This is an optimization exercise on Yosys and OpenROAD, whose aim is small area and a short achievable clock period, not a production implementation.
The RTL was checked by simulation tests, not by an equivalence proof against the original design.

==> flow/standard.sh <==
#!/bin/bash
# synth_recipe.tcl (not shown) runs the flow's synth.tcl, then flattens the netlist and writes it again
# the make line also repeats each setting of config.mk as NAME=value (left out here)
make -C /OpenROAD-flow-scripts/flow DESIGN_CONFIG=/design/flow/config.mk WORK_HOME=/design/flow/orfs CLKGATE_MAP_FILE= SYNTH_SCRIPT=/design/flow/synth_recipe.tcl "${@:-finish}"
==> flow/constraint.sdc <==
create_clock -name core_clock -period 10.0 [get_ports {clk}]
set_input_delay 2.0000 -clock core_clock [delete_from_list [all_inputs] [get_ports {clk}]]
set_output_delay 2.0000 -clock core_clock [all_outputs]
set_load 0.01 [all_outputs]
==> flow/flow/run.sh <==
#!/bin/bash
# Own flow: the standard layout (standard.sh: standard synthesis, floorplan, place, CTS,
# route, finish), with two changes to how the layout is made:
#  - port buffers are buf_4 cells (buffer_ports -buffer_cell) instead of the default delay buffer;
#  - the timing repair steps aim for 6 ns of setup slack at the 10 ns clock (SETUP_SLACK_MARGIN).
# make's full output goes to flow_make.log here; each tool's own log is under orfs/logs/.
set -euo pipefail
export SETUP_SLACK_MARGIN=6
export BUFFER_PORTS_ARGS="-buffer_cell sky130_fd_sc_hd__buf_4"
bash standard.sh > flow_make.log 2>&1
==> flow/design.v <==
module rand_range_mapper #(
   parameter int unsigned FIFO_DEPTH  = 16,
   parameter int unsigned ADDR_SIZE   = 4,
   parameter int unsigned RANGE_WIDTH = 16
) (
   input  logic                   clk,
   input  logic                   reset_n,
   input  logic [31:0]            rand_in,
   input  logic                   rand_in_valid,
   input  logic [RANGE_WIDTH-1:0] range_in,
   input  logic                   range_load,
   output logic                   busy,
   output logic [RANGE_WIDTH-1:0] out_data,
   output logic                   out_valid,
   input  logic                   out_ready,
   output logic [ADDR_SIZE:0]     fifo_level,
   output logic [15:0]            drop_count,
   output logic [15:0]            reject_count
);
   localparam int unsigned RamDepth = FIFO_DEPTH - 2;
   logic                   busy_q;
   logic [RANGE_WIDTH-1:0] range_q;
   logic [RANGE_WIDTH-1:0] rem_q;       
   logic [4:0]             iter_q;
   logic [RANGE_WIDTH-1:0] out_data_q;
   logic                   out_valid_q;
   logic [31:0]            ram [RamDepth];
   logic [3:0]             wr_ptr_q;
   logic [3:0]             rd_ptr_q;
   logic [ADDR_SIZE:0]     level_q;
   logic [31:0]            head_q;
   logic [31:0]            second_q;
   logic [31:0]            head_d;
   logic [31:0]            second_d;
   logic [31:0]            mul_x;
   logic                   empty;
   logic                   full;
   logic                   ge2;
   logic                   ge3;
   logic                   pop;
   logic                   push;
   logic                   ram_we;
   logic                   head_ld;
   logic                   second_ld;
   logic                   cs_en;
   logic [ADDR_SIZE:0]     level_inc;
   logic [ADDR_SIZE:0]     level_dec;
   logic [47:0] cs0_d, cs0_q;
   logic [47:0] cs1_d, cs1_q;
   logic [47:0] cs2_d, cs2_q;
   logic [47:0] cs3_d, cs3_q;
   logic [47:0] s1, c1;
   logic [47:0]            sum_s;       
   logic [47:0]            sum_c;
   logic [47:0]            prod;
   logic                   c32;
   logic [31:0]            tk;
   logic [31:0]            v_s;
   logic [32:0]            v_c;
   logic [32:0]            v_lo;
   logic [RANGE_WIDTH-1:0] result;
   logic                   accept;
   logic [RANGE_WIDTH:0]   rem_dbl;
   logic [RANGE_WIDTH-1:0] rem_next;
   always_comb begin
      level_inc = level_q + 1'b1;
      level_dec = level_q - 1'b1;
      empty     = (level_q == '0);
      full      = level_q[ADDR_SIZE];
      ge2       = (level_q[ADDR_SIZE:1] != '0);
      ge3       = ge2 && (level_q != (ADDR_SIZE+1)'(2));
      pop       = !busy_q && !range_load && !empty && (!out_valid_q || out_ready);
      push      = rand_in_valid && (!full || pop);
      ram_we    = push && (pop ? ge3 : ge2);
      head_ld   = pop || empty;
      second_ld = pop || !ge2;
      head_d    = ge2 ? second_q : rand_in;
      second_d  = ge3 ? ram[rd_ptr_q] : rand_in;
      mul_x     = (busy_q && !empty) ? head_q : head_d;
      cs_en     = busy_q || head_ld;
   end
   rrm_mul_cs u_mul (.x(mul_x), .n(range_q), .r0(cs0_d), .r1(cs1_d), .r2(cs2_d), .r3(cs3_d));
   always_comb begin
      s1     = cs0_q ^ cs1_q ^ cs2_q;
      c1     = {(cs0_q[46:0] & cs1_q[46:0]) | (cs0_q[46:0] & cs2_q[46:0]) | (cs1_q[46:0] & cs2_q[46:0]), 1'b0};
      sum_s  = s1 ^ c1 ^ cs3_q;
      sum_c  = {(s1[46:0] & c1[46:0]) | (s1[46:0] & cs3_q[46:0]) | (c1[46:0] & cs3_q[46:0]), 1'b0};
      prod   = sum_s + sum_c;
      c32    = 1'((33'(sum_s[31:0]) + 33'(sum_c[31:0])) >> 32);
      tk     = {16'hFFFF, ~rem_q};
      v_s    = sum_s[31:0] ^ sum_c[31:0] ^ tk;
      v_c    = {(sum_s[31:0] & sum_c[31:0]) | (sum_s[31:0] & tk) | (sum_c[31:0] & tk), 1'b1};
      v_lo   = 33'(v_s) + 33'(v_c[31:0]);
      accept = v_lo[32] ^ v_c[32] ^ c32;
      result = (range_q == '0) ? head_q[RANGE_WIDTH-1:0] : prod[47:32];
   end
   always_comb begin
      rem_dbl = {rem_q, 1'b0};
      if (rem_dbl >= {1'b0, range_q}) rem_next = RANGE_WIDTH'(rem_dbl - {1'b0, range_q});
      else                            rem_next = rem_dbl[RANGE_WIDTH-1:0];
   end
   always_ff @(posedge clk) begin
      if (ram_we) ram[wr_ptr_q] <= rand_in;
   end
   always_ff @(posedge clk) begin
      if (head_ld)   head_q   <= head_d;
      if (second_ld) second_q <= second_d;
      if (cs_en) begin
      cs0_q <= cs0_d;
      cs1_q <= cs1_d;
      cs2_q <= cs2_d;
      cs3_q <= cs3_d;
      end
   end
   always_ff @(posedge clk or negedge reset_n) begin
      if (!reset_n) begin
         wr_ptr_q <= '0;
         rd_ptr_q <= '0;
         level_q  <= '0;
      end else begin
         if (ram_we) wr_ptr_q <= (wr_ptr_q == 4'(RamDepth - 1)) ? 4'd0 : wr_ptr_q + 4'd1;
         if (pop && ge3) rd_ptr_q <= (rd_ptr_q == 4'(RamDepth - 1)) ? 4'd0 : rd_ptr_q + 4'd1;
         if (push != pop) level_q <= push ? level_inc : level_dec;
      end
   end
   always_ff @(posedge clk or negedge reset_n) begin
      if (!reset_n) begin
         busy_q      <= 1'b0;
         range_q     <= '0;
         rem_q       <= '0;
         iter_q      <= '0;
         out_data_q  <= '0;
         out_valid_q <= 1'b0;
      end else begin
         if (range_load) begin
            busy_q  <= 1'b1;
            range_q <= range_in;
            rem_q   <= RANGE_WIDTH'(range_in[RANGE_WIDTH-1:1] != '0);
            iter_q  <= '0;
         end else if (busy_q) begin
            rem_q  <= rem_next;
            iter_q <= iter_q + 5'd1;
            if (iter_q == 5'd31) busy_q <= 1'b0;
         end
         if (range_load) begin
            out_valid_q <= 1'b0;
         end else if (pop && accept) begin
            out_data_q  <= result;
            out_valid_q <= 1'b1;
         end else if (out_ready) begin
            out_valid_q <= 1'b0;
         end
      end
   end
   logic [15:0] drop_q;
   logic [15:0] reject_q;
   always_ff @(posedge clk or negedge reset_n) begin
      if (!reset_n) begin
         drop_q   <= '0;
         reject_q <= '0;
      end else begin
         if (rand_in_valid && !push && (drop_q != 16'hFFFF)) drop_q <= drop_q + 16'd1;
         if (pop && !accept && (reject_q != 16'hFFFF)) reject_q <= reject_q + 16'd1;
      end
   end
   assign drop_count   = drop_q;
   assign reject_count = reject_q;
   assign busy       = busy_q;
   assign out_data   = out_data_q;
   assign out_valid  = out_valid_q;
   assign fifo_level = level_q;
endmodule
module rrm_mul_cs (
   input  logic [31:0] x,
   input  logic [15:0] n,
   output logic [47:0] r0,
   output logic [47:0] r1,
   output logic [47:0] r2,
   output logic [47:0] r3
);
   wire [17:0] nn = {2'b00, n};
   wire one0 = nn[0] ^ 1'b0;
   wire two0 = (nn[1] & ~nn[0] & ~1'b0) | (~nn[1] & nn[0] & 1'b0);
   wire neg0 = nn[1];
   wire one1 = nn[2] ^ nn[1];
   wire two1 = (nn[3] & ~nn[2] & ~nn[1]) | (~nn[3] & nn[2] & nn[1]);
   wire neg1 = nn[3];
   wire one2 = nn[4] ^ nn[3];
   wire two2 = (nn[5] & ~nn[4] & ~nn[3]) | (~nn[5] & nn[4] & nn[3]);
   wire neg2 = nn[5];
   wire one3 = nn[6] ^ nn[5];
   wire two3 = (nn[7] & ~nn[6] & ~nn[5]) | (~nn[7] & nn[6] & nn[5]);
   wire neg3 = nn[7];
   wire one4 = nn[8] ^ nn[7];
   wire two4 = (nn[9] & ~nn[8] & ~nn[7]) | (~nn[9] & nn[8] & nn[7]);
   wire neg4 = nn[9];
   wire one5 = nn[10] ^ nn[9];
   wire two5 = (nn[11] & ~nn[10] & ~nn[9]) | (~nn[11] & nn[10] & nn[9]);
   wire neg5 = nn[11];
   wire one6 = nn[12] ^ nn[11];
   wire two6 = (nn[13] & ~nn[12] & ~nn[11]) | (~nn[13] & nn[12] & nn[11]);
   wire neg6 = nn[13];
   wire one7 = nn[14] ^ nn[13];
   wire two7 = (nn[15] & ~nn[14] & ~nn[13]) | (~nn[15] & nn[14] & nn[13]);
   wire neg7 = nn[15];
   wire one8 = nn[16] ^ nn[15];
   wire two8 = (nn[17] & ~nn[16] & ~nn[15]) | (~nn[17] & nn[16] & nn[15]);
   wire neg8 = nn[17];
   wire pp1 = ((x[0] & one0) | (1'b0 & two0)) ^ neg0;
   wire pp2 = ((x[1] & one0) | (x[0] & two0)) ^ neg0;
   wire pp3 = ((x[2] & one0) | (x[1] & two0)) ^ neg0;
   wire pp4 = ((x[3] & one0) | (x[2] & two0)) ^ neg0;
   wire pp5 = ((x[4] & one0) | (x[3] & two0)) ^ neg0;
   wire pp6 = ((x[5] & one0) | (x[4] & two0)) ^ neg0;
   wire pp7 = ((x[6] & one0) | (x[5] & two0)) ^ neg0;
   wire pp8 = ((x[7] & one0) | (x[6] & two0)) ^ neg0;
   wire pp9 = ((x[8] & one0) | (x[7] & two0)) ^ neg0;
   wire pp10 = ((x[9] & one0) | (x[8] & two0)) ^ neg0;
   wire pp11 = ((x[10] & one0) | (x[9] & two0)) ^ neg0;
   wire pp12 = ((x[11] & one0) | (x[10] & two0)) ^ neg0;
   wire pp13 = ((x[12] & one0) | (x[11] & two0)) ^ neg0;
   wire pp14 = ((x[13] & one0) | (x[12] & two0)) ^ neg0;
   wire pp15 = ((x[14] & one0) | (x[13] & two0)) ^ neg0;
   wire pp16 = ((x[15] & one0) | (x[14] & two0)) ^ neg0;
   wire pp17 = ((x[16] & one0) | (x[15] & two0)) ^ neg0;
   wire pp18 = ((x[17] & one0) | (x[16] & two0)) ^ neg0;
   wire pp19 = ((x[18] & one0) | (x[17] & two0)) ^ neg0;
   wire pp20 = ((x[19] & one0) | (x[18] & two0)) ^ neg0;
   wire pp21 = ((x[20] & one0) | (x[19] & two0)) ^ neg0;
   wire pp22 = ((x[21] & one0) | (x[20] & two0)) ^ neg0;
   wire pp23 = ((x[22] & one0) | (x[21] & two0)) ^ neg0;
   wire pp24 = ((x[23] & one0) | (x[22] & two0)) ^ neg0;
   wire pp25 = ((x[24] & one0) | (x[23] & two0)) ^ neg0;
   wire pp26 = ((x[25] & one0) | (x[24] & two0)) ^ neg0;
   wire pp27 = ((x[26] & one0) | (x[25] & two0)) ^ neg0;
   wire pp28 = ((x[27] & one0) | (x[26] & two0)) ^ neg0;
   wire pp29 = ((x[28] & one0) | (x[27] & two0)) ^ neg0;
   wire pp30 = ((x[29] & one0) | (x[28] & two0)) ^ neg0;
   wire pp31 = ((x[30] & one0) | (x[29] & two0)) ^ neg0;
   wire pp32 = ((x[31] & one0) | (x[30] & two0)) ^ neg0;
   wire pp33 = ((1'b0 & one0) | (x[31] & two0)) ^ neg0;
   wire sn34 = ~neg0;
   wire pp35 = ((x[0] & one1) | (1'b0 & two1)) ^ neg1;
   wire pp36 = ((x[1] & one1) | (x[0] & two1)) ^ neg1;
   wire pp37 = ((x[2] & one1) | (x[1] & two1)) ^ neg1;
   wire pp38 = ((x[3] & one1) | (x[2] & two1)) ^ neg1;
   wire pp39 = ((x[4] & one1) | (x[3] & two1)) ^ neg1;
   wire pp40 = ((x[5] & one1) | (x[4] & two1)) ^ neg1;
   wire pp41 = ((x[6] & one1) | (x[5] & two1)) ^ neg1;
   wire pp42 = ((x[7] & one1) | (x[6] & two1)) ^ neg1;
   wire pp43 = ((x[8] & one1) | (x[7] & two1)) ^ neg1;
   wire pp44 = ((x[9] & one1) | (x[8] & two1)) ^ neg1;
   wire pp45 = ((x[10] & one1) | (x[9] & two1)) ^ neg1;
   wire pp46 = ((x[11] & one1) | (x[10] & two1)) ^ neg1;
   wire pp47 = ((x[12] & one1) | (x[11] & two1)) ^ neg1;
   wire pp48 = ((x[13] & one1) | (x[12] & two1)) ^ neg1;
   wire pp49 = ((x[14] & one1) | (x[13] & two1)) ^ neg1;
   wire pp50 = ((x[15] & one1) | (x[14] & two1)) ^ neg1;
   wire pp51 = ((x[16] & one1) | (x[15] & two1)) ^ neg1;
   wire pp52 = ((x[17] & one1) | (x[16] & two1)) ^ neg1;
   wire pp53 = ((x[18] & one1) | (x[17] & two1)) ^ neg1;
   wire pp54 = ((x[19] & one1) | (x[18] & two1)) ^ neg1;
   wire pp55 = ((x[20] & one1) | (x[19] & two1)) ^ neg1;
   wire pp56 = ((x[21] & one1) | (x[20] & two1)) ^ neg1;
   wire pp57 = ((x[22] & one1) | (x[21] & two1)) ^ neg1;
   wire pp58 = ((x[23] & one1) | (x[22] & two1)) ^ neg1;
   wire pp59 = ((x[24] & one1) | (x[23] & two1)) ^ neg1;
   wire pp60 = ((x[25] & one1) | (x[24] & two1)) ^ neg1;
   wire pp61 = ((x[26] & one1) | (x[25] & two1)) ^ neg1;
   wire pp62 = ((x[27] & one1) | (x[26] & two1)) ^ neg1;
   wire pp63 = ((x[28] & one1) | (x[27] & two1)) ^ neg1;
   wire pp64 = ((x[29] & one1) | (x[28] & two1)) ^ neg1;
   wire pp65 = ((x[30] & one1) | (x[29] & two1)) ^ neg1;
   wire pp66 = ((x[31] & one1) | (x[30] & two1)) ^ neg1;
   wire pp67 = ((1'b0 & one1) | (x[31] & two1)) ^ neg1;
   wire sn68 = ~neg1;
   wire pp69 = ((x[0] & one2) | (1'b0 & two2)) ^ neg2;
   wire pp70 = ((x[1] & one2) | (x[0] & two2)) ^ neg2;
   wire pp71 = ((x[2] & one2) | (x[1] & two2)) ^ neg2;
   wire pp72 = ((x[3] & one2) | (x[2] & two2)) ^ neg2;
   wire pp73 = ((x[4] & one2) | (x[3] & two2)) ^ neg2;
   wire pp74 = ((x[5] & one2) | (x[4] & two2)) ^ neg2;
   wire pp75 = ((x[6] & one2) | (x[5] & two2)) ^ neg2;
   wire pp76 = ((x[7] & one2) | (x[6] & two2)) ^ neg2;
   wire pp77 = ((x[8] & one2) | (x[7] & two2)) ^ neg2;
   wire pp78 = ((x[9] & one2) | (x[8] & two2)) ^ neg2;
   wire pp79 = ((x[10] & one2) | (x[9] & two2)) ^ neg2;
   wire pp80 = ((x[11] & one2) | (x[10] & two2)) ^ neg2;
   wire pp81 = ((x[12] & one2) | (x[11] & two2)) ^ neg2;
   wire pp82 = ((x[13] & one2) | (x[12] & two2)) ^ neg2;
   wire pp83 = ((x[14] & one2) | (x[13] & two2)) ^ neg2;
   wire pp84 = ((x[15] & one2) | (x[14] & two2)) ^ neg2;
   wire pp85 = ((x[16] & one2) | (x[15] & two2)) ^ neg2;
   wire pp86 = ((x[17] & one2) | (x[16] & two2)) ^ neg2;
   wire pp87 = ((x[18] & one2) | (x[17] & two2)) ^ neg2;
   wire pp88 = ((x[19] & one2) | (x[18] & two2)) ^ neg2;
   wire pp89 = ((x[20] & one2) | (x[19] & two2)) ^ neg2;
   wire pp90 = ((x[21] & one2) | (x[20] & two2)) ^ neg2;
   wire pp91 = ((x[22] & one2) | (x[21] & two2)) ^ neg2;
   wire pp92 = ((x[23] & one2) | (x[22] & two2)) ^ neg2;
   wire pp93 = ((x[24] & one2) | (x[23] & two2)) ^ neg2;
   wire pp94 = ((x[25] & one2) | (x[24] & two2)) ^ neg2;
   wire pp95 = ((x[26] & one2) | (x[25] & two2)) ^ neg2;
   wire pp96 = ((x[27] & one2) | (x[26] & two2)) ^ neg2;
   wire pp97 = ((x[28] & one2) | (x[27] & two2)) ^ neg2;
   wire pp98 = ((x[29] & one2) | (x[28] & two2)) ^ neg2;
   wire pp99 = ((x[30] & one2) | (x[29] & two2)) ^ neg2;
   wire pp100 = ((x[31] & one2) | (x[30] & two2)) ^ neg2;
   wire pp101 = ((1'b0 & one2) | (x[31] & two2)) ^ neg2;
   wire sn102 = ~neg2;
   wire pp103 = ((x[0] & one3) | (1'b0 & two3)) ^ neg3;
   wire pp104 = ((x[1] & one3) | (x[0] & two3)) ^ neg3;
   wire pp105 = ((x[2] & one3) | (x[1] & two3)) ^ neg3;
   wire pp106 = ((x[3] & one3) | (x[2] & two3)) ^ neg3;
   wire pp107 = ((x[4] & one3) | (x[3] & two3)) ^ neg3;
   wire pp108 = ((x[5] & one3) | (x[4] & two3)) ^ neg3;
   wire pp109 = ((x[6] & one3) | (x[5] & two3)) ^ neg3;
   wire pp110 = ((x[7] & one3) | (x[6] & two3)) ^ neg3;
   wire pp111 = ((x[8] & one3) | (x[7] & two3)) ^ neg3;
   wire pp112 = ((x[9] & one3) | (x[8] & two3)) ^ neg3;
   wire pp113 = ((x[10] & one3) | (x[9] & two3)) ^ neg3;
   wire pp114 = ((x[11] & one3) | (x[10] & two3)) ^ neg3;
   wire pp115 = ((x[12] & one3) | (x[11] & two3)) ^ neg3;
   wire pp116 = ((x[13] & one3) | (x[12] & two3)) ^ neg3;
   wire pp117 = ((x[14] & one3) | (x[13] & two3)) ^ neg3;
   wire pp118 = ((x[15] & one3) | (x[14] & two3)) ^ neg3;
   wire pp119 = ((x[16] & one3) | (x[15] & two3)) ^ neg3;
   wire pp120 = ((x[17] & one3) | (x[16] & two3)) ^ neg3;
   wire pp121 = ((x[18] & one3) | (x[17] & two3)) ^ neg3;
   wire pp122 = ((x[19] & one3) | (x[18] & two3)) ^ neg3;
   wire pp123 = ((x[20] & one3) | (x[19] & two3)) ^ neg3;
   wire pp124 = ((x[21] & one3) | (x[20] & two3)) ^ neg3;
   wire pp125 = ((x[22] & one3) | (x[21] & two3)) ^ neg3;
   wire pp126 = ((x[23] & one3) | (x[22] & two3)) ^ neg3;
   wire pp127 = ((x[24] & one3) | (x[23] & two3)) ^ neg3;
   wire pp128 = ((x[25] & one3) | (x[24] & two3)) ^ neg3;
   wire pp129 = ((x[26] & one3) | (x[25] & two3)) ^ neg3;
   wire pp130 = ((x[27] & one3) | (x[26] & two3)) ^ neg3;
   wire pp131 = ((x[28] & one3) | (x[27] & two3)) ^ neg3;
   wire pp132 = ((x[29] & one3) | (x[28] & two3)) ^ neg3;
   wire pp133 = ((x[30] & one3) | (x[29] & two3)) ^ neg3;
   wire pp134 = ((x[31] & one3) | (x[30] & two3)) ^ neg3;
   wire pp135 = ((1'b0 & one3) | (x[31] & two3)) ^ neg3;
   wire sn136 = ~neg3;
   wire pp137 = ((x[0] & one4) | (1'b0 & two4)) ^ neg4;
   wire pp138 = ((x[1] & one4) | (x[0] & two4)) ^ neg4;
   wire pp139 = ((x[2] & one4) | (x[1] & two4)) ^ neg4;
   wire pp140 = ((x[3] & one4) | (x[2] & two4)) ^ neg4;
   wire pp141 = ((x[4] & one4) | (x[3] & two4)) ^ neg4;
   wire pp142 = ((x[5] & one4) | (x[4] & two4)) ^ neg4;
   wire pp143 = ((x[6] & one4) | (x[5] & two4)) ^ neg4;
   wire pp144 = ((x[7] & one4) | (x[6] & two4)) ^ neg4;
   wire pp145 = ((x[8] & one4) | (x[7] & two4)) ^ neg4;
   wire pp146 = ((x[9] & one4) | (x[8] & two4)) ^ neg4;
   wire pp147 = ((x[10] & one4) | (x[9] & two4)) ^ neg4;
   wire pp148 = ((x[11] & one4) | (x[10] & two4)) ^ neg4;
   wire pp149 = ((x[12] & one4) | (x[11] & two4)) ^ neg4;
   wire pp150 = ((x[13] & one4) | (x[12] & two4)) ^ neg4;
   wire pp151 = ((x[14] & one4) | (x[13] & two4)) ^ neg4;
   wire pp152 = ((x[15] & one4) | (x[14] & two4)) ^ neg4;
   wire pp153 = ((x[16] & one4) | (x[15] & two4)) ^ neg4;
   wire pp154 = ((x[17] & one4) | (x[16] & two4)) ^ neg4;
   wire pp155 = ((x[18] & one4) | (x[17] & two4)) ^ neg4;
   wire pp156 = ((x[19] & one4) | (x[18] & two4)) ^ neg4;
   wire pp157 = ((x[20] & one4) | (x[19] & two4)) ^ neg4;
   wire pp158 = ((x[21] & one4) | (x[20] & two4)) ^ neg4;
   wire pp159 = ((x[22] & one4) | (x[21] & two4)) ^ neg4;
   wire pp160 = ((x[23] & one4) | (x[22] & two4)) ^ neg4;
   wire pp161 = ((x[24] & one4) | (x[23] & two4)) ^ neg4;
   wire pp162 = ((x[25] & one4) | (x[24] & two4)) ^ neg4;
   wire pp163 = ((x[26] & one4) | (x[25] & two4)) ^ neg4;
   wire pp164 = ((x[27] & one4) | (x[26] & two4)) ^ neg4;
   wire pp165 = ((x[28] & one4) | (x[27] & two4)) ^ neg4;
   wire pp166 = ((x[29] & one4) | (x[28] & two4)) ^ neg4;
   wire pp167 = ((x[30] & one4) | (x[29] & two4)) ^ neg4;
   wire pp168 = ((x[31] & one4) | (x[30] & two4)) ^ neg4;
   wire pp169 = ((1'b0 & one4) | (x[31] & two4)) ^ neg4;
   wire sn170 = ~neg4;
   wire pp171 = ((x[0] & one5) | (1'b0 & two5)) ^ neg5;
   wire pp172 = ((x[1] & one5) | (x[0] & two5)) ^ neg5;
   wire pp173 = ((x[2] & one5) | (x[1] & two5)) ^ neg5;
   wire pp174 = ((x[3] & one5) | (x[2] & two5)) ^ neg5;
   wire pp175 = ((x[4] & one5) | (x[3] & two5)) ^ neg5;
   wire pp176 = ((x[5] & one5) | (x[4] & two5)) ^ neg5;
   wire pp177 = ((x[6] & one5) | (x[5] & two5)) ^ neg5;
   wire pp178 = ((x[7] & one5) | (x[6] & two5)) ^ neg5;
   wire pp179 = ((x[8] & one5) | (x[7] & two5)) ^ neg5;
   wire pp180 = ((x[9] & one5) | (x[8] & two5)) ^ neg5;
   wire pp181 = ((x[10] & one5) | (x[9] & two5)) ^ neg5;
   wire pp182 = ((x[11] & one5) | (x[10] & two5)) ^ neg5;
   wire pp183 = ((x[12] & one5) | (x[11] & two5)) ^ neg5;
   wire pp184 = ((x[13] & one5) | (x[12] & two5)) ^ neg5;
   wire pp185 = ((x[14] & one5) | (x[13] & two5)) ^ neg5;
   wire pp186 = ((x[15] & one5) | (x[14] & two5)) ^ neg5;
   wire pp187 = ((x[16] & one5) | (x[15] & two5)) ^ neg5;
   wire pp188 = ((x[17] & one5) | (x[16] & two5)) ^ neg5;
   wire pp189 = ((x[18] & one5) | (x[17] & two5)) ^ neg5;
   wire pp190 = ((x[19] & one5) | (x[18] & two5)) ^ neg5;
   wire pp191 = ((x[20] & one5) | (x[19] & two5)) ^ neg5;
   wire pp192 = ((x[21] & one5) | (x[20] & two5)) ^ neg5;
   wire pp193 = ((x[22] & one5) | (x[21] & two5)) ^ neg5;
   wire pp194 = ((x[23] & one5) | (x[22] & two5)) ^ neg5;
   wire pp195 = ((x[24] & one5) | (x[23] & two5)) ^ neg5;
   wire pp196 = ((x[25] & one5) | (x[24] & two5)) ^ neg5;
   wire pp197 = ((x[26] & one5) | (x[25] & two5)) ^ neg5;
   wire pp198 = ((x[27] & one5) | (x[26] & two5)) ^ neg5;
   wire pp199 = ((x[28] & one5) | (x[27] & two5)) ^ neg5;
   wire pp200 = ((x[29] & one5) | (x[28] & two5)) ^ neg5;
   wire pp201 = ((x[30] & one5) | (x[29] & two5)) ^ neg5;
   wire pp202 = ((x[31] & one5) | (x[30] & two5)) ^ neg5;
   wire pp203 = ((1'b0 & one5) | (x[31] & two5)) ^ neg5;
   wire sn204 = ~neg5;
   wire pp205 = ((x[0] & one6) | (1'b0 & two6)) ^ neg6;
   wire pp206 = ((x[1] & one6) | (x[0] & two6)) ^ neg6;
   wire pp207 = ((x[2] & one6) | (x[1] & two6)) ^ neg6;
   wire pp208 = ((x[3] & one6) | (x[2] & two6)) ^ neg6;
   wire pp209 = ((x[4] & one6) | (x[3] & two6)) ^ neg6;
   wire pp210 = ((x[5] & one6) | (x[4] & two6)) ^ neg6;
   wire pp211 = ((x[6] & one6) | (x[5] & two6)) ^ neg6;
   wire pp212 = ((x[7] & one6) | (x[6] & two6)) ^ neg6;
   wire pp213 = ((x[8] & one6) | (x[7] & two6)) ^ neg6;
   wire pp214 = ((x[9] & one6) | (x[8] & two6)) ^ neg6;
   wire pp215 = ((x[10] & one6) | (x[9] & two6)) ^ neg6;
   wire pp216 = ((x[11] & one6) | (x[10] & two6)) ^ neg6;
   wire pp217 = ((x[12] & one6) | (x[11] & two6)) ^ neg6;
   wire pp218 = ((x[13] & one6) | (x[12] & two6)) ^ neg6;
   wire pp219 = ((x[14] & one6) | (x[13] & two6)) ^ neg6;
   wire pp220 = ((x[15] & one6) | (x[14] & two6)) ^ neg6;
   wire pp221 = ((x[16] & one6) | (x[15] & two6)) ^ neg6;
   wire pp222 = ((x[17] & one6) | (x[16] & two6)) ^ neg6;
   wire pp223 = ((x[18] & one6) | (x[17] & two6)) ^ neg6;
   wire pp224 = ((x[19] & one6) | (x[18] & two6)) ^ neg6;
   wire pp225 = ((x[20] & one6) | (x[19] & two6)) ^ neg6;
   wire pp226 = ((x[21] & one6) | (x[20] & two6)) ^ neg6;
   wire pp227 = ((x[22] & one6) | (x[21] & two6)) ^ neg6;
   wire pp228 = ((x[23] & one6) | (x[22] & two6)) ^ neg6;
   wire pp229 = ((x[24] & one6) | (x[23] & two6)) ^ neg6;
   wire pp230 = ((x[25] & one6) | (x[24] & two6)) ^ neg6;
   wire pp231 = ((x[26] & one6) | (x[25] & two6)) ^ neg6;
   wire pp232 = ((x[27] & one6) | (x[26] & two6)) ^ neg6;
   wire pp233 = ((x[28] & one6) | (x[27] & two6)) ^ neg6;
   wire pp234 = ((x[29] & one6) | (x[28] & two6)) ^ neg6;
   wire pp235 = ((x[30] & one6) | (x[29] & two6)) ^ neg6;
   wire pp236 = ((x[31] & one6) | (x[30] & two6)) ^ neg6;
   wire pp237 = ((1'b0 & one6) | (x[31] & two6)) ^ neg6;
   wire sn238 = ~neg6;
   wire pp239 = ((x[0] & one7) | (1'b0 & two7)) ^ neg7;
   wire pp240 = ((x[1] & one7) | (x[0] & two7)) ^ neg7;
   wire pp241 = ((x[2] & one7) | (x[1] & two7)) ^ neg7;
   wire pp242 = ((x[3] & one7) | (x[2] & two7)) ^ neg7;
   wire pp243 = ((x[4] & one7) | (x[3] & two7)) ^ neg7;
   wire pp244 = ((x[5] & one7) | (x[4] & two7)) ^ neg7;
   wire pp245 = ((x[6] & one7) | (x[5] & two7)) ^ neg7;
   wire pp246 = ((x[7] & one7) | (x[6] & two7)) ^ neg7;
   wire pp247 = ((x[8] & one7) | (x[7] & two7)) ^ neg7;
   wire pp248 = ((x[9] & one7) | (x[8] & two7)) ^ neg7;
   wire pp249 = ((x[10] & one7) | (x[9] & two7)) ^ neg7;
   wire pp250 = ((x[11] & one7) | (x[10] & two7)) ^ neg7;
   wire pp251 = ((x[12] & one7) | (x[11] & two7)) ^ neg7;
   wire pp252 = ((x[13] & one7) | (x[12] & two7)) ^ neg7;
   wire pp253 = ((x[14] & one7) | (x[13] & two7)) ^ neg7;
   wire pp254 = ((x[15] & one7) | (x[14] & two7)) ^ neg7;
   wire pp255 = ((x[16] & one7) | (x[15] & two7)) ^ neg7;
   wire pp256 = ((x[17] & one7) | (x[16] & two7)) ^ neg7;
   wire pp257 = ((x[18] & one7) | (x[17] & two7)) ^ neg7;
   wire pp258 = ((x[19] & one7) | (x[18] & two7)) ^ neg7;
   wire pp259 = ((x[20] & one7) | (x[19] & two7)) ^ neg7;
   wire pp260 = ((x[21] & one7) | (x[20] & two7)) ^ neg7;
   wire pp261 = ((x[22] & one7) | (x[21] & two7)) ^ neg7;
   wire pp262 = ((x[23] & one7) | (x[22] & two7)) ^ neg7;
   wire pp263 = ((x[24] & one7) | (x[23] & two7)) ^ neg7;
   wire pp264 = ((x[25] & one7) | (x[24] & two7)) ^ neg7;
   wire pp265 = ((x[26] & one7) | (x[25] & two7)) ^ neg7;
   wire pp266 = ((x[27] & one7) | (x[26] & two7)) ^ neg7;
   wire pp267 = ((x[28] & one7) | (x[27] & two7)) ^ neg7;
   wire pp268 = ((x[29] & one7) | (x[28] & two7)) ^ neg7;
   wire pp269 = ((x[30] & one7) | (x[29] & two7)) ^ neg7;
   wire pp270 = ((x[31] & one7) | (x[30] & two7)) ^ neg7;
   wire pp271 = ((1'b0 & one7) | (x[31] & two7)) ^ neg7;
   wire sn272 = ~neg7;
   wire pp273 = x[0] & one8;
   wire pp274 = x[1] & one8;
   wire pp275 = x[2] & one8;
   wire pp276 = x[3] & one8;
   wire pp277 = x[4] & one8;
   wire pp278 = x[5] & one8;
   wire pp279 = x[6] & one8;
   wire pp280 = x[7] & one8;
   wire pp281 = x[8] & one8;
   wire pp282 = x[9] & one8;
   wire pp283 = x[10] & one8;
   wire pp284 = x[11] & one8;
   wire pp285 = x[12] & one8;
   wire pp286 = x[13] & one8;
   wire pp287 = x[14] & one8;
   wire pp288 = x[15] & one8;
   wire pp289 = x[16] & one8;
   wire pp290 = x[17] & one8;
   wire pp291 = x[18] & one8;
   wire pp292 = x[19] & one8;
   wire pp293 = x[20] & one8;
   wire pp294 = x[21] & one8;
   wire pp295 = x[22] & one8;
   wire pp296 = x[23] & one8;
   wire pp297 = x[24] & one8;
   wire pp298 = x[25] & one8;
   wire pp299 = x[26] & one8;
   wire pp300 = x[27] & one8;
   wire pp301 = x[28] & one8;
   wire pp302 = x[29] & one8;
   wire pp303 = x[30] & one8;
   wire pp304 = x[31] & one8;
   wire s305 = neg5 ^ pp107;
   wire c306 = neg5 & pp107;
   wire s307 = pp108 ^ pp12;
   wire c308 = pp108 & pp12;
   wire s309 = neg6 ^ pp109 ^ pp13;
   wire c310 = (neg6 & pp109) | (neg6 & pp13) | (pp109 & pp13);
   wire s311 = pp141 ^ pp173;
   wire c312 = pp141 & pp173;
   wire s313 = pp110 ^ pp14 ^ pp142;
   wire c314 = (pp110 & pp14) | (pp110 & pp142) | (pp14 & pp142);
   wire s315 = pp174 ^ pp206;
   wire c316 = pp174 & pp206;
   wire s317 = neg7 ^ pp111 ^ pp143;
   wire c318 = (neg7 & pp111) | (neg7 & pp143) | (pp111 & pp143);
   wire s319 = pp15 ^ pp175 ^ pp207;
   wire c320 = (pp15 & pp175) | (pp15 & pp207) | (pp175 & pp207);
   wire s321 = pp239 ^ pp47;
   wire c322 = pp239 & pp47;
   wire s323 = pp112 ^ pp144 ^ pp16;
   wire c324 = (pp112 & pp144) | (pp112 & pp16) | (pp144 & pp16);
   wire s325 = pp176 ^ pp208 ^ pp240;
   wire c326 = (pp176 & pp208) | (pp176 & pp240) | (pp208 & pp240);
   wire s327 = pp48 ^ pp80;
   wire c328 = pp48 & pp80;
   wire s329 = pp113 ^ pp145 ^ pp17;
   wire c330 = (pp113 & pp145) | (pp113 & pp17) | (pp145 & pp17);
   wire s331 = pp177 ^ pp209 ^ pp241;
   wire c332 = (pp177 & pp209) | (pp177 & pp241) | (pp209 & pp241);
   wire s333 = pp273 ^ pp49 ^ pp81;
   wire c334 = (pp273 & pp49) | (pp273 & pp81) | (pp49 & pp81);
   wire s335 = pp114 ^ pp146 ^ pp178;
   wire c336 = (pp114 & pp146) | (pp114 & pp178) | (pp146 & pp178);
   wire s337 = pp18 ^ pp210 ^ pp242;
   wire c338 = (pp18 & pp210) | (pp18 & pp242) | (pp210 & pp242);
   wire s339 = pp274 ^ pp50 ^ pp82;
   wire c340 = (pp274 & pp50) | (pp274 & pp82) | (pp50 & pp82);
   wire s341 = pp115 ^ pp147 ^ pp179;
   wire c342 = (pp115 & pp147) | (pp115 & pp179) | (pp147 & pp179);
   wire s343 = pp19 ^ pp211 ^ pp243;
   wire c344 = (pp19 & pp211) | (pp19 & pp243) | (pp211 & pp243);
   wire s345 = pp275 ^ pp51 ^ pp83;
   wire c346 = (pp275 & pp51) | (pp275 & pp83) | (pp51 & pp83);
   wire s347 = pp116 ^ pp148 ^ pp180;
   wire c348 = (pp116 & pp148) | (pp116 & pp180) | (pp148 & pp180);
   wire s349 = pp20 ^ pp212 ^ pp244;
   wire c350 = (pp20 & pp212) | (pp20 & pp244) | (pp212 & pp244);
   wire s351 = pp276 ^ pp52 ^ pp84;
   wire c352 = (pp276 & pp52) | (pp276 & pp84) | (pp52 & pp84);
   wire s353 = pp117 ^ pp149 ^ pp181;
   wire c354 = (pp117 & pp149) | (pp117 & pp181) | (pp149 & pp181);
   wire s355 = pp21 ^ pp213 ^ pp245;
   wire c356 = (pp21 & pp213) | (pp21 & pp245) | (pp213 & pp245);
   wire s357 = pp277 ^ pp53 ^ pp85;
   wire c358 = (pp277 & pp53) | (pp277 & pp85) | (pp53 & pp85);
   wire s359 = pp118 ^ pp150 ^ pp182;
   wire c360 = (pp118 & pp150) | (pp118 & pp182) | (pp150 & pp182);
   wire s361 = pp214 ^ pp22 ^ pp246;
   wire c362 = (pp214 & pp22) | (pp214 & pp246) | (pp22 & pp246);
   wire s363 = pp278 ^ pp54 ^ pp86;
   wire c364 = (pp278 & pp54) | (pp278 & pp86) | (pp54 & pp86);
   wire s365 = pp119 ^ pp151 ^ pp183;
   wire c366 = (pp119 & pp151) | (pp119 & pp183) | (pp151 & pp183);
   wire s367 = pp215 ^ pp23 ^ pp247;
   wire c368 = (pp215 & pp23) | (pp215 & pp247) | (pp23 & pp247);
   wire s369 = pp279 ^ pp55 ^ pp87;
   wire c370 = (pp279 & pp55) | (pp279 & pp87) | (pp55 & pp87);
   wire s371 = pp120 ^ pp152 ^ pp184;
   wire c372 = (pp120 & pp152) | (pp120 & pp184) | (pp152 & pp184);
   wire s373 = pp216 ^ pp24 ^ pp248;
   wire c374 = (pp216 & pp24) | (pp216 & pp248) | (pp24 & pp248);
   wire s375 = pp280 ^ pp56 ^ pp88;
   wire c376 = (pp280 & pp56) | (pp280 & pp88) | (pp56 & pp88);
   wire s377 = pp121 ^ pp153 ^ pp185;
   wire c378 = (pp121 & pp153) | (pp121 & pp185) | (pp153 & pp185);
   wire s379 = pp217 ^ pp249 ^ pp25;
   wire c380 = (pp217 & pp249) | (pp217 & pp25) | (pp249 & pp25);
   wire s381 = pp281 ^ pp57 ^ pp89;
   wire c382 = (pp281 & pp57) | (pp281 & pp89) | (pp57 & pp89);
   wire s383 = pp122 ^ pp154 ^ pp186;
   wire c384 = (pp122 & pp154) | (pp122 & pp186) | (pp154 & pp186);
   wire s385 = pp218 ^ pp250 ^ pp26;
   wire c386 = (pp218 & pp250) | (pp218 & pp26) | (pp250 & pp26);
   wire s387 = pp282 ^ pp58 ^ pp90;
   wire c388 = (pp282 & pp58) | (pp282 & pp90) | (pp58 & pp90);
   wire s389 = pp123 ^ pp155 ^ pp187;
   wire c390 = (pp123 & pp155) | (pp123 & pp187) | (pp155 & pp187);
   wire s391 = pp219 ^ pp251 ^ pp27;
   wire c392 = (pp219 & pp251) | (pp219 & pp27) | (pp251 & pp27);
   wire s393 = pp283 ^ pp59 ^ pp91;
   wire c394 = (pp283 & pp59) | (pp283 & pp91) | (pp59 & pp91);
   wire s395 = pp124 ^ pp156 ^ pp188;
   wire c396 = (pp124 & pp156) | (pp124 & pp188) | (pp156 & pp188);
   wire s397 = pp220 ^ pp252 ^ pp28;
   wire c398 = (pp220 & pp252) | (pp220 & pp28) | (pp252 & pp28);
   wire s399 = pp284 ^ pp60 ^ pp92;
   wire c400 = (pp284 & pp60) | (pp284 & pp92) | (pp60 & pp92);
   wire s401 = pp125 ^ pp157 ^ pp189;
   wire c402 = (pp125 & pp157) | (pp125 & pp189) | (pp157 & pp189);
   wire s403 = pp221 ^ pp253 ^ pp285;
   wire c404 = (pp221 & pp253) | (pp221 & pp285) | (pp253 & pp285);
   wire s405 = pp29 ^ pp61 ^ pp93;
   wire c406 = (pp29 & pp61) | (pp29 & pp93) | (pp61 & pp93);
   wire s407 = pp126 ^ pp158 ^ pp190;
   wire c408 = (pp126 & pp158) | (pp126 & pp190) | (pp158 & pp190);
   wire s409 = pp222 ^ pp254 ^ pp286;
   wire c410 = (pp222 & pp254) | (pp222 & pp286) | (pp254 & pp286);
   wire s411 = pp30 ^ pp62 ^ pp94;
   wire c412 = (pp30 & pp62) | (pp30 & pp94) | (pp62 & pp94);
   wire s413 = pp127 ^ pp159 ^ pp191;
   wire c414 = (pp127 & pp159) | (pp127 & pp191) | (pp159 & pp191);
   wire s415 = pp223 ^ pp255 ^ pp287;
   wire c416 = (pp223 & pp255) | (pp223 & pp287) | (pp255 & pp287);
   wire s417 = pp31 ^ pp63 ^ pp95;
   wire c418 = (pp31 & pp63) | (pp31 & pp95) | (pp63 & pp95);
   wire s419 = pp128 ^ pp160 ^ pp192;
   wire c420 = (pp128 & pp160) | (pp128 & pp192) | (pp160 & pp192);
   wire s421 = pp224 ^ pp256 ^ pp288;
   wire c422 = (pp224 & pp256) | (pp224 & pp288) | (pp256 & pp288);
   wire s423 = pp32 ^ pp64 ^ pp96;
   wire c424 = (pp32 & pp64) | (pp32 & pp96) | (pp64 & pp96);
   wire s425 = pp129 ^ pp161 ^ pp193;
   wire c426 = (pp129 & pp161) | (pp129 & pp193) | (pp161 & pp193);
   wire s427 = pp225 ^ pp257 ^ pp289;
   wire c428 = (pp225 & pp257) | (pp225 & pp289) | (pp257 & pp289);
   wire s429 = pp33 ^ pp65 ^ pp97;
   wire c430 = (pp33 & pp65) | (pp33 & pp97) | (pp65 & pp97);
   wire s431 = neg0 ^ pp130 ^ pp162;
   wire c432 = (neg0 & pp130) | (neg0 & pp162) | (pp130 & pp162);
   wire s433 = pp194 ^ pp226 ^ pp258;
   wire c434 = (pp194 & pp226) | (pp194 & pp258) | (pp226 & pp258);
   wire s435 = pp290 ^ pp66 ^ pp98;
   wire c436 = (pp290 & pp66) | (pp290 & pp98) | (pp66 & pp98);
   wire s437 = neg0 ^ pp131 ^ pp163;
   wire c438 = (neg0 & pp131) | (neg0 & pp163) | (pp131 & pp163);
   wire s439 = pp195 ^ pp227 ^ pp259;
   wire c440 = (pp195 & pp227) | (pp195 & pp259) | (pp227 & pp259);
   wire s441 = pp291 ^ pp67 ^ pp99;
   wire c442 = (pp291 & pp67) | (pp291 & pp99) | (pp67 & pp99);
   wire s443 = sn34 ^ sn68 ^ pp100;
   wire c444 = (sn34 & sn68) | (sn34 & pp100) | (sn68 & pp100);
   wire s445 = pp132 ^ pp164 ^ pp196;
   wire c446 = (pp132 & pp164) | (pp132 & pp196) | (pp164 & pp196);
   wire s447 = pp228 ^ pp260 ^ pp292;
   wire c448 = (pp228 & pp260) | (pp228 & pp292) | (pp260 & pp292);
   wire s449 = 1'b1 ^ pp101 ^ pp133;
   wire c450 = (1'b1 & pp101) | (1'b1 & pp133) | (pp101 & pp133);
   wire s451 = pp165 ^ pp197 ^ pp229;
   wire c452 = (pp165 & pp197) | (pp165 & pp229) | (pp197 & pp229);
   wire s453 = pp261 ^ pp293;
   wire c454 = pp261 & pp293;
   wire s455 = sn102 ^ pp134 ^ pp166;
   wire c456 = (sn102 & pp134) | (sn102 & pp166) | (pp134 & pp166);
   wire s457 = pp198 ^ pp230 ^ pp262;
   wire c458 = (pp198 & pp230) | (pp198 & pp262) | (pp230 & pp262);
   wire s459 = 1'b1 ^ pp135 ^ pp167;
   wire c460 = (1'b1 & pp135) | (1'b1 & pp167) | (pp135 & pp167);
   wire s461 = pp199 ^ pp231;
   wire c462 = pp199 & pp231;
   wire s463 = sn136 ^ pp168 ^ pp200;
   wire c464 = (sn136 & pp168) | (sn136 & pp200) | (pp168 & pp200);
   wire s465 = 1'b1 ^ pp169;
   wire c466 = 1'b1 & pp169;
   wire s467 = neg3 ^ pp103;
   wire c468 = neg3 & pp103;
   wire s469 = pp104 ^ pp40;
   wire c470 = pp104 & pp40;
   wire s471 = neg4 ^ pp105 ^ pp137;
   wire c472 = (neg4 & pp105) | (neg4 & pp137) | (pp105 & pp137);
   wire s473 = pp41 ^ pp73;
   wire c474 = pp41 & pp73;
   wire s475 = pp10 ^ pp106 ^ pp138;
   wire c476 = (pp10 & pp106) | (pp10 & pp138) | (pp106 & pp138);
   wire s477 = pp42 ^ pp74;
   wire c478 = pp42 & pp74;
   wire s479 = pp11 ^ pp139 ^ pp171;
   wire c480 = (pp11 & pp139) | (pp11 & pp171) | (pp139 & pp171);
   wire s481 = pp43 ^ pp75 ^ c478;
   wire c482 = (pp43 & pp75) | (pp43 & c478) | (pp75 & c478);
   wire s483 = pp140 ^ pp172 ^ pp44;
   wire c484 = (pp140 & pp172) | (pp140 & pp44) | (pp172 & pp44);
   wire s485 = pp76 ^ c306 ^ s307;
   wire c486 = (pp76 & c306) | (pp76 & s307) | (c306 & s307);
   wire s487 = pp205 ^ pp45 ^ pp77;
   wire c488 = (pp205 & pp45) | (pp205 & pp77) | (pp45 & pp77);
   wire s489 = c308 ^ s311 ^ c484;
   wire c490 = (c308 & s311) | (c308 & c484) | (s311 & c484);
   wire s491 = pp46 ^ pp78 ^ c312;
   wire c492 = (pp46 & pp78) | (pp46 & c312) | (pp78 & c312);
   wire s493 = s315 ^ c310 ^ c488;
   wire c494 = (s315 & c310) | (s315 & c488) | (c310 & c488);
   wire s495 = pp79 ^ c316 ^ s321;
   wire c496 = (pp79 & c316) | (pp79 & s321) | (c316 & s321);
   wire s497 = c314 ^ s317 ^ s319;
   wire c498 = (c314 & s317) | (c314 & s319) | (s317 & s319);
   wire s499 = c322 ^ s327 ^ c318;
   wire c500 = (c322 & s327) | (c322 & c318) | (s327 & c318);
   wire s501 = c320 ^ s323 ^ s325;
   wire c502 = (c320 & s323) | (c320 & s325) | (s323 & s325);
   wire s503 = c328 ^ c324 ^ c326;
   wire c504 = (c328 & c324) | (c328 & c326) | (c324 & c326);
   wire s505 = s329 ^ s331 ^ s333;
   wire c506 = (s329 & s331) | (s329 & s333) | (s331 & s333);
   wire s507 = c330 ^ c332 ^ c334;
   wire c508 = (c330 & c332) | (c330 & c334) | (c332 & c334);
   wire s509 = s335 ^ s337 ^ s339;
   wire c510 = (s335 & s337) | (s335 & s339) | (s337 & s339);
   wire s511 = c336 ^ c338 ^ c340;
   wire c512 = (c336 & c338) | (c336 & c340) | (c338 & c340);
   wire s513 = s341 ^ s343 ^ s345;
   wire c514 = (s341 & s343) | (s341 & s345) | (s343 & s345);
   wire s515 = c342 ^ c344 ^ c346;
   wire c516 = (c342 & c344) | (c342 & c346) | (c344 & c346);
   wire s517 = s347 ^ s349 ^ s351;
   wire c518 = (s347 & s349) | (s347 & s351) | (s349 & s351);
   wire s519 = c348 ^ c350 ^ c352;
   wire c520 = (c348 & c350) | (c348 & c352) | (c350 & c352);
   wire s521 = s353 ^ s355 ^ s357;
   wire c522 = (s353 & s355) | (s353 & s357) | (s355 & s357);
   wire s523 = c354 ^ c356 ^ c358;
   wire c524 = (c354 & c356) | (c354 & c358) | (c356 & c358);
   wire s525 = s359 ^ s361 ^ s363;
   wire c526 = (s359 & s361) | (s359 & s363) | (s361 & s363);
   wire s527 = c360 ^ c362 ^ c364;
   wire c528 = (c360 & c362) | (c360 & c364) | (c362 & c364);
   wire s529 = s365 ^ s367 ^ s369;
   wire c530 = (s365 & s367) | (s365 & s369) | (s367 & s369);
   wire s531 = c366 ^ c368 ^ c370;
   wire c532 = (c366 & c368) | (c366 & c370) | (c368 & c370);
   wire s533 = s371 ^ s373 ^ s375;
   wire c534 = (s371 & s373) | (s371 & s375) | (s373 & s375);
   wire s535 = c372 ^ c374 ^ c376;
   wire c536 = (c372 & c374) | (c372 & c376) | (c374 & c376);
   wire s537 = s377 ^ s379 ^ s381;
   wire c538 = (s377 & s379) | (s377 & s381) | (s379 & s381);
   wire s539 = c378 ^ c380 ^ c382;
   wire c540 = (c378 & c380) | (c378 & c382) | (c380 & c382);
   wire s541 = s383 ^ s385 ^ s387;
   wire c542 = (s383 & s385) | (s383 & s387) | (s385 & s387);
   wire s543 = c384 ^ c386 ^ c388;
   wire c544 = (c384 & c386) | (c384 & c388) | (c386 & c388);
   wire s545 = s389 ^ s391 ^ s393;
   wire c546 = (s389 & s391) | (s389 & s393) | (s391 & s393);
   wire s547 = c390 ^ c392 ^ c394;
   wire c548 = (c390 & c392) | (c390 & c394) | (c392 & c394);
   wire s549 = s395 ^ s397 ^ s399;
   wire c550 = (s395 & s397) | (s395 & s399) | (s397 & s399);
   wire s551 = c396 ^ c398 ^ c400;
   wire c552 = (c396 & c398) | (c396 & c400) | (c398 & c400);
   wire s553 = s401 ^ s403 ^ s405;
   wire c554 = (s401 & s403) | (s401 & s405) | (s403 & s405);
   wire s555 = c402 ^ c404 ^ c406;
   wire c556 = (c402 & c404) | (c402 & c406) | (c404 & c406);
   wire s557 = s407 ^ s409 ^ s411;
   wire c558 = (s407 & s409) | (s407 & s411) | (s409 & s411);
   wire s559 = c408 ^ c410 ^ c412;
   wire c560 = (c408 & c410) | (c408 & c412) | (c410 & c412);
   wire s561 = s413 ^ s415 ^ s417;
   wire c562 = (s413 & s415) | (s413 & s417) | (s415 & s417);
   wire s563 = c414 ^ c416 ^ c418;
   wire c564 = (c414 & c416) | (c414 & c418) | (c416 & c418);
   wire s565 = s419 ^ s421 ^ s423;
   wire c566 = (s419 & s421) | (s419 & s423) | (s421 & s423);
   wire s567 = c420 ^ c422 ^ c424;
   wire c568 = (c420 & c422) | (c420 & c424) | (c422 & c424);
   wire s569 = s425 ^ s427 ^ s429;
   wire c570 = (s425 & s427) | (s425 & s429) | (s427 & s429);
   wire s571 = c426 ^ c428 ^ c430;
   wire c572 = (c426 & c428) | (c426 & c430) | (c428 & c430);
   wire s573 = s431 ^ s433 ^ s435;
   wire c574 = (s431 & s433) | (s431 & s435) | (s433 & s435);
   wire s575 = c432 ^ c434 ^ c436;
   wire c576 = (c432 & c434) | (c432 & c436) | (c434 & c436);
   wire s577 = s437 ^ s439 ^ s441;
   wire c578 = (s437 & s439) | (s437 & s441) | (s439 & s441);
   wire s579 = c438 ^ c440 ^ c442;
   wire c580 = (c438 & c440) | (c438 & c442) | (c440 & c442);
   wire s581 = s443 ^ s445 ^ s447;
   wire c582 = (s443 & s445) | (s443 & s447) | (s445 & s447);
   wire s583 = s453 ^ c444 ^ c446;
   wire c584 = (s453 & c444) | (s453 & c446) | (c444 & c446);
   wire s585 = c448 ^ s449 ^ s451;
   wire c586 = (c448 & s449) | (c448 & s451) | (s449 & s451);
   wire s587 = pp294 ^ c454 ^ c450;
   wire c588 = (pp294 & c454) | (pp294 & c450) | (c454 & c450);
   wire s589 = c452 ^ s455 ^ s457;
   wire c590 = (c452 & s455) | (c452 & s457) | (s455 & s457);
   wire s591 = pp263 ^ pp295 ^ s461;
   wire c592 = (pp263 & pp295) | (pp263 & s461) | (pp295 & s461);
   wire s593 = c456 ^ c458 ^ s459;
   wire c594 = (c456 & c458) | (c456 & s459) | (c458 & s459);
   wire s595 = pp232 ^ pp264 ^ pp296;
   wire c596 = (pp232 & pp264) | (pp232 & pp296) | (pp264 & pp296);
   wire s597 = c462 ^ c460 ^ s463;
   wire c598 = (c462 & c460) | (c462 & s463) | (c460 & s463);
   wire s599 = pp201 ^ pp233 ^ pp265;
   wire c600 = (pp201 & pp233) | (pp201 & pp265) | (pp233 & pp265);
   wire s601 = pp297 ^ s465 ^ c464;
   wire c602 = (pp297 & s465) | (pp297 & c464) | (s465 & c464);
   wire s603 = sn170 ^ pp202 ^ pp234;
   wire c604 = (sn170 & pp202) | (sn170 & pp234) | (pp202 & pp234);
   wire s605 = pp266 ^ pp298 ^ c466;
   wire c606 = (pp266 & pp298) | (pp266 & c466) | (pp298 & c466);
   wire s607 = 1'b1 ^ pp203 ^ pp235;
   wire c608 = (1'b1 & pp203) | (1'b1 & pp235) | (pp203 & pp235);
   wire s609 = pp267 ^ pp299;
   wire c610 = pp267 & pp299;
   wire s611 = sn204 ^ pp236 ^ pp268;
   wire c612 = (sn204 & pp236) | (sn204 & pp268) | (pp236 & pp268);
   wire s613 = 1'b1 ^ pp237;
   wire c614 = 1'b1 & pp237;
   assign r0 = {sn272, 1'b1, sn238, pp269, pp300, s609, c600, c596, s595, s591, c584, c580, c576, c572, c568, c564, c560, c556, c552, c548, c544, c540, c536, c532, c528, c524, c520, c516, c512, c508, c504, c500, c496, c492, s313, s309, c480, s305, c474, pp9, pp72, pp39, pp38, neg2, pp36, neg1, pp2, neg0};
   assign r1 = {pp304, pp271, pp270, pp301, c610, c604, s603, s599, c592, c588, c586, c582, c578, c574, c570, c566, c562, c558, c554, c550, c546, c542, c538, c534, c530, c526, c522, c518, c514, c510, c506, c502, c498, s495, s491, s487, s483, c476, s477, c470, pp8, pp7, pp6, pp37, pp4, pp3, 1'b0, pp1};
   assign r2 = {1'b0, pp303, pp302, s613, c608, s607, s605, c598, c594, c590, s587, s583, s579, s575, s571, s567, s563, s559, s555, s551, s547, s543, s539, s535, s531, s527, s523, s519, s515, s511, s507, s503, s499, c494, c490, c486, c482, s479, c472, s473, c468, pp71, pp70, pp5, 1'b0, pp35, 1'b0, 1'b0};
   assign r3 = {1'b0, 1'b0, c614, c612, s611, c606, c602, s601, s597, s593, s589, s585, s581, s577, s573, s569, s565, s561, s557, s553, s549, s545, s541, s537, s533, s529, s525, s521, s517, s513, s509, s505, s501, s497, s493, s489, s485, s481, s475, s471, s469, s467, 1'b0, pp69, 1'b0, 1'b0, 1'b0, 1'b0};
endmodule
==> flow/config.mk <==
export PLATFORM = sky130hd
export DESIGN_NAME = rand_range_mapper
export DESIGN_NICKNAME = rand_range_mapper
export VERILOG_FILES = /design/flow/design.v
export SDC_FILE = /design/flow/constraint.sdc
export NUM_CORES = 4
export LEC_CHECK = 0
export ABC_AREA = 1
export CAP_MARGIN = 20
export CORE_MARGIN = 2
export CORE_UTILIZATION = 40
export CTS_CLUSTER_DIAMETER = 60
export CTS_CLUSTER_SIZE = 25
export SLEW_MARGIN = 20
export TNS_END_PERCENT = 10
==> metrics.csv, run 1 <==
metric,value,unit
outcome,no timing/DRC/antenna violations,
grt_pass1_wl,210,mm
cp-endpoint,cs3_q[28]$_DFFE_PP_,
io_pins,108,
cp-end-kind,register,
routedLengthMet1,55.5,mm
cts-root-buf,clkbuf_16,
min_path_type,register to register,
synth_area_leaders,"edfxtp_1, fa_1, nand2_1, dfrtp_1, xor2_1",
dp.cells,5840,
setup.worst_path.class,primary input to register,
finalNetCount,4886,
post-route-drc-count,0,
rows,124,
ff2ff_setup_slack,5.94,ns
place_worst_setup_slack,4.53,ns
worstPathMaxFanout,17,
dp_hpwl,89.7,mm
gp_congestion,0.900,
grt_overflow,0,
regToRegEndpoint,out_data_q[13]$_DFFE_PN0P_,
final.setup.worst_slack,5.91,ns
clockBufferDepth,3,
grt_usage,0.236,
area_growth,12.7,%
fillers,10500,
worst_pin_slew,1.07,ns
vias,33700,
rsz0062_at_grt,yes,
antenna_found_initial,2,
grt_pass1_vias,33500,
relSlewSlack,0.285,
cp-start-kind,primary input,
design.core.area,0.115,mm2
cts_tree,built,
route.met3.wl,10.8,mm
postCtsHoldBufs,0,
setup_violations,0,
drv_slew,0,
ant_nets,0,
grt_max_degree,80,
r2r-start,cs0_q[15]$_DFFE_PP_,
routedWlPerCell,23.3,um
seq_area_frac_synth,0.502,
synth_edf_count,691,
drive_gt1_frac,0.109,
fin_skew,0.0382,ns
timing.final.crit_share,0.409,
startpoint,rand_in[15],
wirelength,141,mm
highest_layer,met4,
final_cell_mix,"edfxtp_1, nand2_1, inv_1",
synth_top_area_frac,0.448,
syn-num-nets,4822,
layout_commonest_cell,edfxtp_1,
ys.flop_type,edfxtp_1,
setup-tns-final,0,ns
dieArea,0.119,mm2
synth_warnings,1,
wl_met2,67.3,mm
syn_area,0.0463,mm2
clk_pin_slew,0.07,ns
reg2regPathDepth,18,
cp_data_required_time,10.39,ns
insertion_delay,0.67,ns
utilization,0.455,
die_h,344,um
synthArstFlopShare,0.126,
netlist.top_cell.by_area,edfxtp_1,
hold_viol_final,0,
htreeDepth,3,
die_x,344,um
arrival,4.48,ns
fin_cells,6032,
synthDistinctLibCells,61,
dr.pass1.iters,6,
syn_inst,4394,
ys_ff_latch,791,
initial_utilization,0.404,
drtIter0Drc,3542,
port_buffers,107,
via_per_inst,5.58,
max_freq,245,MHz
cts_made_buffers,73,
syn_avg_cell_area,10.5,um2
clock-sinks,791,
min_period,4.09,ns
cap_violations,0,
cells by family (layout without fill, tap and decap cells):
logic type | count (synthesis) | in the layout | synth area share
AND/OR/NAND/NOR | 1364 | 1374 | 0.125
AO/OA/AOI/OAI | 837 | 838 | 0.110
buffers and inverters | 722 | 835 | 0.0657
XOR/XNOR | 302 | 302 | 0.0571
other | 0 | 2 | 0
adder cells (fa/ha/maj) | 375 | 375 | 0.139
flip-flops | 791 | 791 | 0.502
multiplexers | 3 | 3 | 0.000648
how the worst min path moves through the flow:
stage                              start  cells after the start  slack [ns]                        end
4_1_cts        out_data_q[2]$_DFFE_PN0P_                      2        0.49  out_data_q[2]$_DFFE_PN0P_
5_1_grt        out_data_q[8]$_DFFE_PN0P_                      2        0.51  out_data_q[8]$_DFFE_PN0P_
3_3_place_gp   out_data_q[1]$_DFFE_PN0P_                      2        0.47  out_data_q[1]$_DFFE_PN0P_
2_1_floorplan     range_q[3]$_DFFE_PN0P_                      0        0.42         cs0_q[2]$_DFFE_PP_
6_report       out_data_q[2]$_DFFE_PN0P_                      2        0.49  out_data_q[2]$_DFFE_PN0P_
3_5_place_dp   out_data_q[6]$_DFFE_PN0P_                      2        0.47  out_data_q[6]$_DFFE_PN0P_
layer usage:
metal  global-route usage  vias up
li1                     -    15200
met1                0.303    16500
met2                0.390     1539
met3               0.0346      358
met4                0.116        0
met5                    0        -
critical path: stages:
cell and delay, ns:
buf_4 0.18, o21ai_1 0.40, nand2_1 0.17, o21ai_4 0.11, buf_12 0.21, o22ai_1 0.11, xor2_1 0.22, fa_1 0.61
fa_1 0.45
metrics by stage:
step           cell area, um2  hold WS (ns)
6_report                52200         0.488
5_1_grt                 52200         0.513
4_1_cts                 51800         0.491
3_5_place_dp            48500         0.469
3_3_place_gp            48400         0.468
2_1_floorplan           46500         0.420
synthesized netlist by cell type, drive strengths merged, types with 2 or more instances:
| library cell | count |
|---|---|
| clkinv | 3 |
| o211ai | 11 |
| nand2 | 709 |
| o21ai | 291 |
| a31oi | 26 |
| fa | 235 |
| nor3 | 36 |
| o31ai | 7 |
| inv | 488 |
| a22oi | 22 |
| edfxtp | 691 |
| nand3b | 12 |
| a22o | 2 |
| a211oi | 7 |
| a21oi | 132 |
| a221oi | 43 |
| or2 | 37 |
| xnor2 | 19 |
| and2 | 3 |
| xor2 | 283 |
| ha | 140 |
| mux2i | 3 |
| o2111ai | 23 |
| nand3 | 148 |
| nor2 | 366 |
| o22ai | 248 |
| clkbuf | 137 |
| o311ai | 3 |
| dfrtp | 100 |
| a21o | 8 |
| nand4 | 43 |
| o21bai | 9 |
| buf | 94 |
| nor4 | 8 |
state kept, by name, summed over array words and instances, names as in the netlist:
register and cells:
out_data_q 16, reject_q 16, rd_ptr_q 4, range_q 16
cs3_q 41, out_valid_q 1, head_q 32, rem_q 16
cs2_q 44, busy_q 1, wr_ptr_q 4, cs0_q 47
ram 448, cs1_q 47, level_q 5, drop_q 16
second_q 32, iter_q 5
final cells by class:
type,count,area [um2],share of cell area
clock buffer,77,1880,0.0361
tap,1512,1890,0.0362
inverter,491,1870,0.0359
antenna,2,5.00,0.0000959
multi-input combinational,2892,20600,0.395
clock inverter,58,754,0.0145
sequential,791,23300,0.446
timing repair buffer,209,1890,0.0362
repair_timing:
action / 4_1_cts / 5_1_grt
setup buffers: 25 / 17
pin swaps: 19 / 15
cloned: 9 / 2
setup endpoints to repair: 651 / 571
resized for setup: 58 / 19
==> inputs of run 2 (changes only) <==
==> flow/flow/run.sh (replaced) <==
#!/bin/bash
# Own flow: the standard layout (standard.sh: standard synthesis, floorplan, place, CTS,
# route, finish), with two changes to how the layout is made:
#  - port buffers are buf_4 cells (buffer_ports -buffer_cell) instead of the default delay buffer;
#  - the timing repair steps aim for 6.5 ns of setup slack at the 10 ns clock (SETUP_SLACK_MARGIN).
# make's full output goes to flow_make.log here; each tool's own log is under orfs/logs/.
set -euo pipefail
export SETUP_SLACK_MARGIN=6.5
export BUFFER_PORTS_ARGS="-buffer_cell sky130_fd_sc_hd__buf_4"
bash standard.sh > flow_make.log 2>&1
--- a/flow/config.mk
+++ b/flow/config.mk
@@ -9,7 +9,5 @@
 export CAP_MARGIN = 20
 export CORE_MARGIN = 2
 export CORE_UTILIZATION = 40
-export CTS_CLUSTER_DIAMETER = 60
-export CTS_CLUSTER_SIZE = 25
 export SLEW_MARGIN = 20
 export TNS_END_PERCENT = 10
==> run 2 against run 1 <==
  * Still clean on timing, DRC and antenna
  * Utilization rose by 3.1 points
  * Synthesized cell count unchanged
  * First-iteration DRC count is 8.3% higher
  * Global-route usage increased by 0.98 points
  * Wire length grew 7.8%
  * Synthesized area stayed put
  * Critical endpoint is now cs3_q[25]$_DFFE_PP_
==> metrics.csv, run 2 <==
metric,value,unit,change
cp_data_required_time,10.41,ns,was 10.39 ns
outcome,no timing/DRC/antenna violations,,unchanged
hold_viol_final,0,,unchanged
die_h,344,um,unchanged
insertion_delay,0.68,ns,was 0.67 ns
seq_area_frac_synth,0.502,,unchanged
utilization,0.486,,was 0.455
dieArea,0.119,mm2,unchanged
arrival,4.31,ns,was 4.48 ns
synth_common_cells,"nand2_1, edfxtp_1, inv_1, nor2_1, xor2_1",,unchanged
area_growth,20.3,%,was 12.7%
dp.cells,5840,,unchanged
setup.worst_path.class,primary input to register,,unchanged
grt_pass1_vias,34300,,"was 33,500"
cts_made_buffers,87,,was 73
synthDistinctLibCells,61,,unchanged
antenna_found_initial,1,,was 2
grt_pass1_wl,217,mm,was 210 mm
synth_area_leaders,"edfxtp_1, fa_1, nand2_1, dfrtp_1, xor2_1",,unchanged
fillers,10200,,"was 10,500"
min_path_type,register to register,,unchanged
ys_ff_latch,791,,unchanged
drtIter0Drc,3836,,"was 3,542"
cap_violations,0,,unchanged
grt_overflow,0,,unchanged
worst_pin_slew,1.08,ns,was 1.07 ns
synth_warnings,1,,unchanged
rsz0062_at_grt,yes,,unchanged
relSlewSlack,0.278,,was 0.285
largest_reg_flops,448,,unchanged
max_freq,257,MHz,was 245 MHz
routedWlPerCell,24.4,um,was 23.3 um
synth_top_area_frac,0.448,,unchanged
worstPathMaxFanout,16,,was 17
setup-tns-final,0,ns,unchanged
syn_avg_cell_area,10.5,um2,unchanged
timing.final.crit_share,0.390,,was 0.409
clockBufferDepth,3,,unchanged
drv_slew,0,,unchanged
gp_congestion,0.900,,unchanged
cp-end-kind,register,,unchanged
drive_gt1_frac,0.165,,was 0.109
ant_nets,0,,unchanged
finalNetCount,5071,,"was 4,886"
run 2: cell counts after synthesis:
Identical to the previous run, type by type.
run 2: repair_timing:
item	CTS	global route
buffers inserted	77	105
pin swaps	51	60
cloned	24	20
endpoints found under the setup margin	794	785
gates resized for setup	192	189
run 2: logic make-up (layout without fill, tap and decap cells):
logic type               after synthesis  in the layout  synth area share
buffers and inverters                722           1020            0.0657
AO/OA/AOI/OAI                        837            845             0.110
other                                  0              1                 0
XOR/XNOR                             302            302            0.0571
AND/OR/NAND/NOR                     1364           1378             0.125
multiplexers                           3              3          0.000648
adder cells (fa/ha/maj)              375            375             0.139
flip-flops                           791            791             0.502
run 2: final cells by class:
class,count,area [um2],area share
flip-flops and latches,791,23300,0.417
multi-input cells,2903,21600,0.388
repair buffers,368,4130,0.0741
clock buffers,109,2340,0.0420
inverters,491,1890,0.0340
well taps,1512,1890,0.0339
clock inverters,51,569,0.0102
repair inverters,1,8.76,0.000157
diodes,1,2.50,0.0000449
run 2: worst paths after layout:
check                                           from                        end  slack (ns)  depth (start not counted)
hold / removal             out_data_q[1]$_DFFE_PN0P_  out_data_q[1]$_DFFE_PN0P_        0.48                          2
max in group asynchronous                    reset_n           busy_q$_DFF_PN0_        7.28                          2
hold reg to reg            out_data_q[1]$_DFFE_PN0P_  out_data_q[1]$_DFFE_PN0P_        0.48                          2
min in group asynchronous                    reset_n    reject_q[3]$_DFFE_PN0P_        1.33                          1
setup / recovery                         rand_in[25]        cs3_q[25]$_DFFE_PP_        6.10                          9
setup reg to reg                 cs0_q[14]$_DFFE_PP_  out_data_q[7]$_DFFE_PN0P_        6.16                         18
run 2: critical path, stage by stage:
cell and delay [ns]:
buf_4 0.18, o21ai_2 0.21, nand2_2 0.18, o21ai_4 0.25, o22ai_1 0.19, xor2_1 0.28
fa_1 0.48, inv_1 0.10, fa_1 0.42
run 2: per-stage QoR:
| stage | instance area (um2) | hold WS, ns | worst slack, ns |
|---|---|---|---|
| floorplan | 46500 | 0.420 | 5.58 |
| global placement | 48400 | 0.468 | 4.58 |
| detailed placement | 48500 | 0.469 | 4.53 |
| CTS | 53500 | 0.485 | 6.15 |
| global route | 55700 | 0.506 | 5.98 |
| finish | 55700 | 0.482 | 6.10 |
run 2: per-layer routing:
metal	vias up	part of all wire	track usage
li1	15600	-	-
met1	17200	0.38	0.310
met2	1840	0.47	0.402
met3	463	0.092	0.0467
met4	2	0.057	0.126
met5	-	0.00011	0

## re-timing with driven ports
The results above use ideal ports. As a check the final layouts listed here were re-extracted and re-timed, cells and wires unchanged.
Step 1 assumes that a clkbuf_16 drives the clock port and a buf_2 every other input.
Step 2 times the ports against the registers' clock, not the clock port: input delays grow and output delays shrink by t, the midpoint of the rising clock arrivals with the driver on.
Three values: ideal ports, drivers, drivers and shift; two values: the first two.
run | shift t [ns] | slack for setup (ns) | pins driven straight from the clock port
run 1 | 0.724 | 5.912 / 5.939 / 5.236 | 1
run 2 | 0.725 | 6.103 / 6.132 / 5.407 | 1
After both steps setup and hold are still met in every run listed. The setup slack of run 2, which loses most, moves by +0.029 ns with the drivers and by -0.696 ns with both steps.
